Background: an optimization exercise with open tools, aiming at small area, a short achievable clock period and few clock cycles per item. Do not read the settings as production practice.
The RTL was checked by simulation tests, not by an equivalence proof against the original design.

// homeostatic_bias_adaptation_unit
module homeostatic_bias_adaptation_unit
(
   input  logic                   clock,
   input  logic                   reset,
   input  logic                   req_tvalid,
   output logic                   req_tready,
   input  logic [REQ_TDATA_W-1:0] req_tdata,
   input  logic [REQ_TUSER_W-1:0] req_tuser,
   output logic                   rsp_tvalid,
   input  logic                   rsp_tready,
   output logic [RSP_TDATA_W-1:0] rsp_tdata,
   input  logic                   csr_wr_en,
   input  logic [CSR_IDX_W-1:0]   csr_index,
   input  logic [DATA_W-1:0]      csr_wdata
);
   localparam logic [2:0] E_IDLE = 3'd0, E_P1 = 3'd1, E_P2 = 3'd2, E_ADD = 3'd3, E_DONE = 3'd4;
   function automatic logic [5:0] bitlen32(input logic [31:0] v);
      logic [5:0] n;
      n = 6'd0;
      for (int i = 0; i < 32; i++)
         if (v[i]) n = i + 1;
      bitlen32 = n;
   endfunction
  ...
Settings: LEC_CHECK=0, CAP_MARGIN=20, CORE_MARGIN=2, CORE_UTILIZATION=40, SETUP_SLACK_MARGIN=1.6, SLEW_MARGIN=20; clock period 9.0 ns.
run.sh (not shown) runs the stock make flow with config.mk's settings and CLKGATE_MAP_FILE= SYNTH_SCRIPT=/design/flow/synth_recipe.tcl, a recipe that flattens the netlist after the stock synthesis.
The first run went through all stages and came out clean.
Testbench counts at the start, summed over its fixed seeds: cycles 7,366, items 3,840.
Edit:
--- a/flow/config.mk
+++ b/flow/config.mk
@@ -9,4 +9,4 @@
 export CORE_MARGIN = 2
 export CORE_UTILIZATION = 40
-export SETUP_SLACK_MARGIN = 1.6
+export SETUP_SLACK_MARGIN = 2.5
 export SLEW_MARGIN = 20
Effect:
- routed wire length climbs by 6.8%
- global-route usage climbs by 2.0 points
- via count climbs by about 4.4%
- worst setup slack improves by 0.18 ns
- first-iteration DRC count climbs by about 20%
- final cell count climbs by about 2.7%
- clock-buffer cell count does not change
Edit:
--- a/flow/config.mk
+++ b/flow/config.mk
@@ -9,4 +9,4 @@
 export CORE_MARGIN = 2
 export CORE_UTILIZATION = 40
-export SETUP_SLACK_MARGIN = 2.5
+export SETUP_SLACK_MARGIN = 1.0
 export SLEW_MARGIN = 20
Register-to-register slack got worse by 0.40 ns.
Global-route usage came out lower by 2.5 points.
Final cell count is lower by 3.7%.
Edit:
--- a/flow/config.mk
+++ b/flow/config.mk
@@ -8,5 +8,5 @@
 export CAP_MARGIN = 20
 export CORE_MARGIN = 2
-export CORE_UTILIZATION = 40
-export SETUP_SLACK_MARGIN = 1.0
+export CORE_UTILIZATION = 55
+export SETUP_SLACK_MARGIN = 1.5
 export SLEW_MARGIN = 20
Outcome: The new run finished clean; non-clock buffer count came out higher by 90; wire length came out lower by 1.2%; count of clock-buffer cells in the layout came out higher by 4; utilization came out higher by 18 points; global-route usage came out higher by 10 points.

---

Another version of the RTL of homeostatic_bias_adaptation_unit (not shown whole).
For scale: roughly 8800 cells after synthesis, roughly 560 flip-flops.
==> flow/config.mk <==
export PLATFORM = sky130hd
export DESIGN_NAME = homeostatic_bias_adaptation_unit
export DESIGN_NICKNAME = homeostatic_bias_adaptation_unit
export VERILOG_FILES = /design/flow/design.v
export SDC_FILE = /design/flow/constraint.sdc
export NUM_CORES = 4
export LEC_CHECK = 0
export CAP_MARGIN = 20
export CORE_MARGIN = 2
export CORE_UTILIZATION = 55
export SETUP_SLACK_MARGIN = 1.6
export SLEW_MARGIN = 20
==> flow/constraint.sdc <==
create_clock -name core_clock -period 9.0 [get_ports {clock}]
set_input_delay 1.8000 -clock core_clock [delete_from_list [all_inputs] [get_ports {clock}]]
set_output_delay 1.8000 -clock core_clock [all_outputs]
set_load 0.01 [all_outputs]
Testbench counts at the start, summed over its fixed seeds: cycles 7,366, items 3,840.
Change:
CORE_UTILIZATION = 60   (was 55)
SETUP_SLACK_MARGIN = 2.0   (was 1.6)
What happened:
- final area grows by 3.0%
- worst hold slack gets better by 0.011 ns
- maximum frequency grows by 0.43%
- wire length grows by 0.73%
- via count grows by 3.0%
Change:
CAP_MARGIN = 10   (was 20)
CORE_UTILIZATION = 55   (was 60)
SETUP_SLACK_MARGIN = 1.6   (was 2.0)
SLEW_MARGIN = 10   (was 20)
After rerunning: Global-route usage is lower by 3.6 points; clock-buffer cell count is higher by 1; cell area is lower by 2.9%.

-- afterwards: timing with drivers on the ports --
The flow's constraints put no driver on any port. The routed layouts listed below were extracted and timed again, unchanged, in two steps. Step 1, drivers: a clkbuf_16 drives clock and a buf_2 each remaining input, both assumed. Step 2 adds t to the input delays and takes it off the output delays; t is the mean of the earliest and latest rising clock arrival at the registers after step 1. Input paths then give back, and output paths get back, about the clock's delay inside the block. a / b / c = ideal ports / drivers / drivers and shift; a / b = the first two.
| run | t, ns | slack for setup (ns) | worst setup path at the end | clock arrival spread, ns |
|---|---|---|---|---|
| the first run of note 1 | 0.774 | 1.512 / 1.512 / 1.024 | input to register | 0.038 / 0.037 |
| the second run of note 1 | 0.779 | 1.694 / 1.694 / 1.159 | input to register | 0.058 / 0.058 |
| the third run of note 1 | 0.762 | 1.075 / 1.135 / 0.373 | input to register | 0.032 / 0.033 |
| the fourth run of note 1 | 0.779 | 1.517 / 1.523 / 0.797 | input to register | 0.050 / 0.050 |
| the first run of note 2 | 0.764 | 1.641 / 1.641 / 0.990 | input to register | 0.045 / 0.045 |
| the second run of note 2 | 0.781 | 1.673 / 1.673 / 1.342 | input to register | 0.063 / 0.062 |
| the third run of note 2 | 0.794 | 1.729 / 1.729 / 1.028 | input to register | 0.062 / 0.062 |
After both steps every run listed still meets setup and hold. For the fourth run of note 1, which loses most, drivers alone change the setup slack by +0.006 ns; drivers and shift together by -0.720 ns.
